This design comes from an exercise in tuning for small area, a short achievable clock period and few clock cycles per item on the open sky130 flow, not from production work.
Only simulation tests tie the RTL to the original design; equivalence was not proved.

==> run a: inputs <==
Design mdc_top, start of the top module:
module mdc_top (
    input  logic                        clk,
    input  logic                        rst_n,
    input  logic                        in_valid,
    input  logic [15-1:0]      in_data,
    input  logic [9-1:0] in_mode,
    output logic                        out_valid,
    output logic [207-1:0]       out_data
);
    localparam int EW = 11;    
    localparam int MW = 22;             
    localparam int AW = 34;             
    logic [4:0] t_q;
    logic [4:0] t_nx;
    logic       det3_q;
    logic       start;
    logic       mode_det3;
    assign start = in_valid && (t_q == 5'd0 || t_q >= 5'd16);
    localparam int NOV = 4;
    logic [NOV-1:0] ov_q;
    logic           fin;
    logic [4:0]     t_p1, t_p2, t_p3;
    logic           fin1, fin2, fin3;
    logic           f1_q, f2_q, f2b_q, f3_q, f3b_q, f3c_q;
    assign t_p1 = t_q + 5'd1;
    assign t_p2 = t_q + 5'd2;
  ...
clock: 20.0 ns
lec_check: 0
cap_margin: 20
core_margin: 2
core_utilization: 40
slew_margin: 20
synth_hierarchical: 1
synth_minimum_keep_size: 0
standard.sh (not shown) runs the stock make flow with config.mk's settings and CLKGATE_MAP_FILE= SYNTH_SCRIPT=/design/flow/synth_recipe.tcl, a recipe that flattens the netlist after the stock synthesis.
==> flow/flow/run.sh <==
#!/bin/bash
# Standard synthesis and layout, with two changes to how the layout is
# made: the ports get plain buffers (buf_2) instead of the delay-cell
# buffers buffer_ports picks by default, and the resizer's setup repair
# aims at a tighter slack than the clock period alone asks for. Each
# tool's full output goes to a log file in this folder (ORFS keeps its
# per-step logs under orfs/logs as well).
set -euo pipefail
MARGIN=$(cat flow/margin.txt)
bash standard.sh SETUP_SLACK_MARGIN="$MARGIN" \
    BUFFER_PORTS_ARGS="-buffer_cell sky130_fd_sc_hd__buf_2" finish > flow_make.log 2>&1
==> flow/flow/margin.txt <==
14
==> run b (differences from run a) <==
--- a/flow/design.v
+++ b/flow/design.v
@@ -1714,23 +1714,24 @@
     logic [EW-1:0] mode_fix;
     mdc_input_decoder u_dec_data (.code(in_data), .data(elem));
     mdc_input_decoder u_dec_mode (
         .code ({mraw_q, {(15 - 9){1'b0}}}),
         .data (mode_fix)
     );
     assign mode_det3 = mode_fix[EW - 5 + 1];
     logic [EW-1:0] dn_q [0:7];
-    logic signed [EW-1:0] r0_q [0:2];
+    logic signed [EW-1:0] r0_q [0:3];
     always_ff @(posedge clk) begin
         dn_q[0] <= ~elem;
         for (int i = 1; i <= 7; i++) dn_q[i] <= dn_q[i-1];
         if (start)                   r0_q[0] <= elem;
         if (in_valid && t_q == 5'd1) r0_q[1] <= elem;
         if (in_valid && t_q == 5'd2) r0_q[2] <= elem;
+        if (in_valid && t_q == 5'd3) r0_q[3] <= elem;
     end
     logic [EW-1:0]        xan, yan, xbn, ybn;
     logic signed [MW-1:0] pb, pb_q;
     logic signed [MW-1:0] minor;
     assign xbn = c_mb ? dn_q[7] : dn_q[3];
     assign ybn = c_mb ? dn_q[1] : dn_q[0];
     assign xan = c_ma ? dn_q[6] : dn_q[5];
     assign yan = c_ma ? dn_q[4] : dn_q[0];
@@ -1774,19 +1775,19 @@
         n_y_m12_1 = t_up == 5'd17;
     end
     logic [EW-1:0] x0n_q, x1n_q;
     logic [MW-1:0] y0n_q, y1n_q;
     always_ff @(posedge clk) begin
         x0n_q <= n_x_dq_0 ? dn_q[0] :
                  ~(({EW{n_x_r0_0}} & r0_q[0]) | ({EW{n_x_r1_0}} & r0_q[1]) |
                    ({EW{n_x_r2_0}} & r0_q[2]) | ({EW{n_x_el_0}} & elem));
-        x1n_q <= (n_x_dq_1 ? dn_q[0] : '0) | (n_x_r3_1 ? dn_q[7] : '0) |
+        x1n_q <= n_x_dq_1 ? dn_q[0] :
                  ~(({EW{n_x_r1_1}} & r0_q[1]) | ({EW{n_x_r2_1}} & r0_q[2]) |
-                   ({EW{n_x_el_1}} & elem) | {EW{n_x_dq_1 | n_x_r3_1}});
+                   ({EW{n_x_r3_1}} & r0_q[3]) | ({EW{n_x_el_1}} & elem));
         if (!n_y_hd_0) begin
             y0n_q <= ~(({MW{n_y_mn_0}} & minor) | ({MW{n_y_m01_0}} & m01_q));
         end
         if (!n_y_hd_1) begin
             y1n_q <= ~(({MW{n_y_mn_1}} & minor) | ({MW{n_y_m12_1}} & m12_q));
         end
     end
     logic signed [AW-1:0] z0, acc0;
==> flow/flow/margin.txt (replaced) <==
13.75
==> run c (differences from run a) <==
--- a/flow/design.v
+++ b/flow/design.v
@@ -1633,166 +1633,150 @@
     localparam int MW = 22;             
     localparam int AW = 34;             
     logic [4:0] t_q;
     logic [4:0] t_nx;
     logic       det3_q;
     logic       start;
     logic       mode_det3;
     assign start = in_valid && (t_q == 5'd0 || t_q >= 5'd16);
-    localparam int NOV = 4;
+    localparam int NOV = 16;
     logic [NOV-1:0] ov_q;
     logic           fin;
-    logic [4:0]     t_p1, t_p2, t_p3;
-    logic           fin1, fin2, fin3;
-    logic           f1_q, f2_q, f2b_q, f3_q, f3b_q, f3c_q;
-    assign t_p1 = t_q + 5'd1;
-    assign t_p2 = t_q + 5'd2;
-    assign t_p3 = t_q + 5'd3;
-    assign fin  = det3_q ? (t_q  == 5'd17) : (t_q  == 5'd16);
-    assign fin1 = det3_q ? (t_p1 == 5'd17) : (t_p1 == 5'd16);
-    assign fin2 = det3_q ? (t_p2 == 5'd17) : (t_p2 == 5'd16);
-    assign fin3 = det3_q ? (t_p3 == 5'd17) : (t_p3 == 5'd16);
+    assign fin = det3_q ? (t_q == 5'd17) : (t_q == 5'd16);
     always_comb begin
         t_nx = t_q;
         if (start) begin
             t_nx = 5'd1;
         end else if (t_q != 5'd0 && t_q < 5'd16) begin
             if (in_valid) t_nx = t_q + 5'd1;
         end else if (t_q >= 5'd16 && t_q != 5'd20) begin
             t_nx = t_q + 5'd1;
         end
     end
     always_ff @(posedge clk or negedge rst_n) begin
         if (!rst_n) begin
             t_q       <= 5'd0;
             out_valid <= 1'b0;
             ov_q      <= '0;
-            {f1_q, f2_q, f2b_q, f3_q, f3b_q, f3c_q} <= '0;
         end else begin
             t_q       <= t_nx;
             out_valid <= fin;
-            f1_q      <= fin1;
-            f2_q      <= fin2;
-            f2b_q     <= f2_q;
-            f3_q      <= fin3;
-            f3b_q     <= f3_q;
-            f3c_q     <= f3b_q;
-            ov_q[0]   <= fin;
-            ov_q[1]   <= f1_q;
-            ov_q[2]   <= f2b_q;
-            ov_q[3]   <= f3c_q;
+            ov_q      <= {NOV{fin}};
         end
     end
     logic [9-1:0] mraw_q;
     always_ff @(posedge clk) begin
         if (start) mraw_q <= in_mode;
         det3_q <= mode_det3;
     end
     logic [4:0] t_up;
     assign t_up = t_q + 5'd1;
     logic c_ma, c_mb, c_sh;
-    logic c_m01, c_m12;
+    logic c_m01, c_m12, c_m23, c_n02, c_n13;
     logic c0_zs3, c0_zs1, c0_ws3, c0_ws1;
     logic c1_zs2, c1_zs0, c1_ws2, c1_ws0;
     always_ff @(posedge clk) begin
             c_mb    <= det3_q && (t_up == 5'd12 || t_up == 5'd13);
             c_ma    <= det3_q && (t_up == 5'd13 || t_up == 5'd14);
             c_sh    <= !det3_q && (t_up == 5'd6  || t_up == 5'd7  || t_up == 5'd8  ||
                                    t_up == 5'd10 || t_up == 5'd11 || t_up == 5'd12 ||
                                    t_up == 5'd14 || t_up == 5'd15 || t_up == 5'd16);
             c_m01   <= det3_q && t_up == 5'd10;
             c_m12   <= det3_q && t_up == 5'd11;
-            c0_zs3  <= t_up == 5'd12 || t_up == 5'd15;
-            c0_zs1  <= t_up == 5'd14 || t_up == 5'd16;
-            c0_ws3  <= det3_q && (t_up == 5'd11 || t_up == 5'd12 || t_up == 5'd15);
-            c0_ws1  <= det3_q && (t_up == 5'd13 || t_up == 5'd14 || t_up == 5'd16);
-            c1_zs2  <= t_up == 5'd13 || t_up == 5'd16;
-            c1_zs0  <= t_up == 5'd15 || t_up == 5'd17;
-            c1_ws2  <= det3_q && (t_up == 5'd12 || t_up == 5'd13 || t_up == 5'd16);
-            c1_ws0  <= det3_q && (t_up == 5'd14 || t_up == 5'd15 || t_up == 5'd17);
+            c_m23   <= det3_q && t_up == 5'd12;
+            c_n02   <= det3_q && t_up == 5'd13;
+            c_n13   <= det3_q && t_up == 5'd14;
+            c0_zs3  <= t_up == 5'd12 || t_up == 5'd16;
+            c0_zs1  <= t_up == 5'd14 || t_up == 5'd15;
+            c0_ws3  <= det3_q && (t_up == 5'd11 || t_up == 5'd12 || t_up == 5'd16);
+            c0_ws1  <= det3_q && (t_up == 5'd13 || t_up == 5'd14 || t_up == 5'd15);
+            c1_zs2  <= t_up == 5'd13 || t_up == 5'd17;
+            c1_zs0  <= t_up == 5'd15 || t_up == 5'd16;
+            c1_ws2  <= det3_q && (t_up == 5'd12 || t_up == 5'd13 || t_up == 5'd17);
+            c1_ws0  <= det3_q && (t_up == 5'd14 || t_up == 5'd15 || t_up == 5'd16);
     end
     logic [EW-1:0] elem;
     logic [EW-1:0] mode_fix;
     mdc_input_decoder u_dec_data (.code(in_data), .data(elem));
     mdc_input_decoder u_dec_mode (
         .code ({mraw_q, {(15 - 9){1'b0}}}),
         .data (mode_fix)
     );
     assign mode_det3 = mode_fix[EW - 5 + 1];
     logic [EW-1:0] dn_q [0:7];
-    logic signed [EW-1:0] r0_q [0:2];
+    logic signed [EW-1:0] r0_q [0:3];
     always_ff @(posedge clk) begin
         dn_q[0] <= ~elem;
         for (int i = 1; i <= 7; i++) dn_q[i] <= dn_q[i-1];
         if (start)                   r0_q[0] <= elem;
         if (in_valid && t_q == 5'd1) r0_q[1] <= elem;
         if (in_valid && t_q == 5'd2) r0_q[2] <= elem;
+        if (in_valid && t_q == 5'd3) r0_q[3] <= elem;
     end
     logic [EW-1:0]        xan, yan, xbn, ybn;
     logic signed [MW-1:0] pb, pb_q;
     logic signed [MW-1:0] minor;
     assign xbn = c_mb ? dn_q[7] : dn_q[3];
     assign ybn = c_mb ? dn_q[1] : dn_q[0];
     assign xan = c_ma ? dn_q[6] : dn_q[5];
     assign yan = c_ma ? dn_q[4] : dn_q[0];
     mdc_mul     u_mul_b (.xn(xbn), .yn(ybn), .p(pb));
     mdc_mul_sub u_mul_a (.xn(xan), .yn(yan), .s(pb_q), .d(minor));
     always_ff @(posedge clk) begin
         pb_q <= pb;
     end
-    logic signed [MW-1:0] m01_q, m12_q;
+    logic signed [MW-1:0] m01_q, m12_q, m23_q, n02_q, n13_q;
     always_ff @(posedge clk) begin
         if (c_m01) m01_q <= minor;
         if (c_m12) m12_q <= minor;
+        if (c_m23) m23_q <= minor;
+        if (c_n02) n02_q <= minor;
+        if (c_n13) n13_q <= minor;
     end
     logic [207-1:0] res_q;
     logic signed [AW-1:0] slot [0:3];
     always_comb begin
         for (int s = 0; s < 4; s++) begin
             slot[s] = res_q[s * 51 +: AW];
         end
     end
-    logic n_x_el_0, n_x_dq_0, n_x_r0_0, n_x_r1_0, n_x_r2_0;
-    logic n_y_mn_0, n_y_m01_0, n_y_hd_0;
-    logic n_x_el_1, n_x_dq_1, n_x_r1_1, n_x_r2_1, n_x_r3_1;
-    logic n_y_mn_1, n_y_m12_1, n_y_hd_1;
+    logic n_x_d0_0, n_x_r0_0, n_x_r1_0, n_x_r2_0;
+    logic n_y_mn_0, n_y_m01_0, n_y_m12_0, n_y_n02_0;
+    logic n_x_d0_1, n_x_r1_1, n_x_r2_1, n_x_r3_1;
+    logic n_y_mn_1, n_y_m12_1, n_y_m23_1, n_y_n13_1;
     always_comb begin
         n_x_r2_0  = t_up == 5'd11;
         n_x_r0_0  = t_up == 5'd12;
-        n_x_r1_0  = t_up == 5'd15;
-        n_x_el_0  = t_up == 5'd13 || t_up == 5'd14;
-        n_x_dq_0  = t_up == 5'd16;
+        n_x_r1_0  = t_up == 5'd16;
+        n_x_d0_0  = t_up == 5'd13 || t_up == 5'd14 || t_up == 5'd15;
         n_y_mn_0  = t_up == 5'd11 || t_up == 5'd12 || t_up == 5'd14;
-        n_y_hd_0  = t_up == 5'd13 || t_up == 5'd15;
-        n_y_m01_0 = t_up == 5'd16;
+        n_y_m12_0 = t_up == 5'd13;
+        n_y_m01_0 = t_up == 5'd15;
+        n_y_n02_0 = t_up == 5'd16;
         n_x_r3_1  = t_up == 5'd12;
         n_x_r1_1  = t_up == 5'd13;
-        n_x_r2_1  = t_up == 5'd16;
-        n_x_el_1  = t_up == 5'd14 || t_up == 5'd15;
-        n_x_dq_1  = t_up == 5'd17;
+        n_x_r2_1  = t_up == 5'd17;
+        n_x_d0_1  = t_up == 5'd14 || t_up == 5'd15 || t_up == 5'd16;
         n_y_mn_1  = t_up == 5'd12 || t_up == 5'd13 || t_up == 5'd15;
-        n_y_hd_1  = t_up == 5'd14 || t_up == 5'd16;
-        n_y_m12_1 = t_up == 5'd17;
+        n_y_m23_1 = t_up == 5'd14;
+        n_y_m12_1 = t_up == 5'd16;
+        n_y_n13_1 = t_up == 5'd17;
     end
     logic [EW-1:0] x0n_q, x1n_q;
     logic [MW-1:0] y0n_q, y1n_q;
     always_ff @(posedge clk) begin
-        x0n_q <= n_x_dq_0 ? dn_q[0] :
-                 ~(({EW{n_x_r0_0}} & r0_q[0]) | ({EW{n_x_r1_0}} & r0_q[1]) |
-                   ({EW{n_x_r2_0}} & r0_q[2]) | ({EW{n_x_el_0}} & elem));
-        x1n_q <= (n_x_dq_1 ? dn_q[0] : '0) | (n_x_r3_1 ? dn_q[7] : '0) |
-                 ~(({EW{n_x_r1_1}} & r0_q[1]) | ({EW{n_x_r2_1}} & r0_q[2]) |
-                   ({EW{n_x_el_1}} & elem) | {EW{n_x_dq_1 | n_x_r3_1}});
-        if (!n_y_hd_0) begin
-            y0n_q <= ~(({MW{n_y_mn_0}} & minor) | ({MW{n_y_m01_0}} & m01_q));
-        end
-        if (!n_y_hd_1) begin
-            y1n_q <= ~(({MW{n_y_mn_1}} & minor) | ({MW{n_y_m12_1}} & m12_q));
-        end
+        x0n_q <= ~(({EW{n_x_r0_0}} & r0_q[0]) | ({EW{n_x_r1_0}} & r0_q[1]) |
+                   ({EW{n_x_r2_0}} & r0_q[2]) | ({EW{n_x_d0_0}} & elem));
+        y0n_q <= ~(({MW{n_y_mn_0}} & minor) | ({MW{n_y_m01_0}} & m01_q) |
+                   ({MW{n_y_m12_0}} & m12_q) | ({MW{n_y_n02_0}} & n02_q));
+        x1n_q <= ~(({EW{n_x_r1_1}} & r0_q[1]) | ({EW{n_x_r2_1}} & r0_q[2]) |
+                   ({EW{n_x_r3_1}} & r0_q[3]) | ({EW{n_x_d0_1}} & elem));
+        y1n_q <= ~(({MW{n_y_mn_1}} & minor) | ({MW{n_y_m12_1}} & m12_q) |
+                   ({MW{n_y_m23_1}} & m23_q) | ({MW{n_y_n13_1}} & n13_q));
     end
     logic signed [AW-1:0] z0, acc0;
     logic                 we0_s3, we0_s1;
     assign z0 = ({AW{c0_zs3}} & slot[3]) | ({AW{c0_zs1}} & slot[1]);
     assign we0_s3 = c0_ws3;
     assign we0_s1 = c0_ws1;
     mdc_mac_unit u_mac0 (.xn(x0n_q), .yn(y0n_q), .z(z0), .acc(acc0));
     logic signed [AW-1:0] z1, acc1;
@@ -1816,12 +1800,12 @@
         for (int b = 0; b < 207; b++) begin
             if (sh_en || we_b[b]) res_q[b] <= res_d[b];
         end
     end
     logic [207-1:0] res_g;
     assign res_g = {det3_q ? 3'b000 : res_q[207-1 -: 3], res_q[207-4:0]};
     always_comb begin
         for (int b = 0; b < 207; b++) begin
-            out_data[b] = ov_q[b * NOV / 207] & res_g[b];
+            out_data[b] = ov_q[b % NOV] & res_g[b];
         end
     end
 endmodule
==> comparison table <==
	run a	run c	run b
Result of the run	finished clean	finished clean	finished clean
Cell area reported after detailed placement	0.04664 mm²	0.04761 mm²	0.04613 mm²
Met2 track utilization from global routing	0.4132	0.3930	0.4002
Sum of met2 wire segment lengths after detailed routing	67550 µm	65030 µm	64060 µm
Capture instance of the worst register-to-register path	y1n_q[18]	y1n_q[21]	res_q[150]
Critical hold path startpoint	dn_q[2][8]	dn_q[2][10]	dn_q[2][2]
Number of antenna violations at the first check in global routing	2	2	8
Die H	336.5 µm	340.4 µm	335.2 µm
Post-route clock period utilization	0.2996	0.2969	0.3048
Number of diodes	1	1	2
Standard cell with the maximum stage delay on the critical path	buf_4	a222oi_1	fa_1
Sum of routed wire length over all layers	143200 µm	138500 µm	134900 µm
Count of non-CTS inverters in the layout	65	55	55
Number of cell rows	121	123	121
Final-layout worst hold slack	325.3 ps	324.1 ps	320.3 ps
Register area	0.01344 mm²	0.01515 mm²	0.01376 mm²
Layout area overhead	11.79%	11.23%	9.783%
Stages on worst setup path	3	7	17
Timing-limited maximum frequency	166.9 MHz	168.4 MHz	164.0 MHz
Standard cell core area	0.1093 mm²	0.1123 mm²	0.1089 mm²
Number of cells upsized or downsized after cts	33	30	9
Gate count of the mapped netlist	4012	3981	3946
Maximum number of pins on one net before global-route repair	93	82	90
Testbench counts of run a, summed over its fixed seeds: cycles 42,002, matrices 2,400.
Testbench counts of run b, summed over its fixed seeds: cycles 42,002, matrices 2,400.
Testbench counts of run c, summed over its fixed seeds: cycles 42,002, matrices 2,400.

-- separate check: timing with driven ports --
The flow's constraints put no driver on any port. The routed layouts listed below were extracted and timed again, unchanged, in two steps.
Step 1, drivers: a clkbuf_16 drives clk and a buf_2 each remaining input, both assumed.
Step 2, shift: input delay + t, output delay - t, t = (earliest + latest rising clock arrival at the registers) / 2. This alone moves slack from input paths to output paths.
Slacks: no drivers / after step 1 / after step 2; pairs: no drivers / after step 1.
| run | shift t [ns] | setup WS [ns] | worst hold slack (ns) |
|---|---|---|---|
| run a | 0.708 | 14.009 / 13.946 / 13.362 | 0.325 / 0.325 / 0.325 |
| run b | 0.715 | 13.903 / 13.903 / 13.311 | 0.320 / 0.320 / 0.320 |
| run c | 0.748 | 14.062 / 14.000 / 13.324 | 0.324 / 0.324 / 0.324 |
After both steps setup and hold are still met in every run listed. The setup slack of run c, which loses most, moves by -0.062 ns with the drivers and by -0.738 ns with both steps.
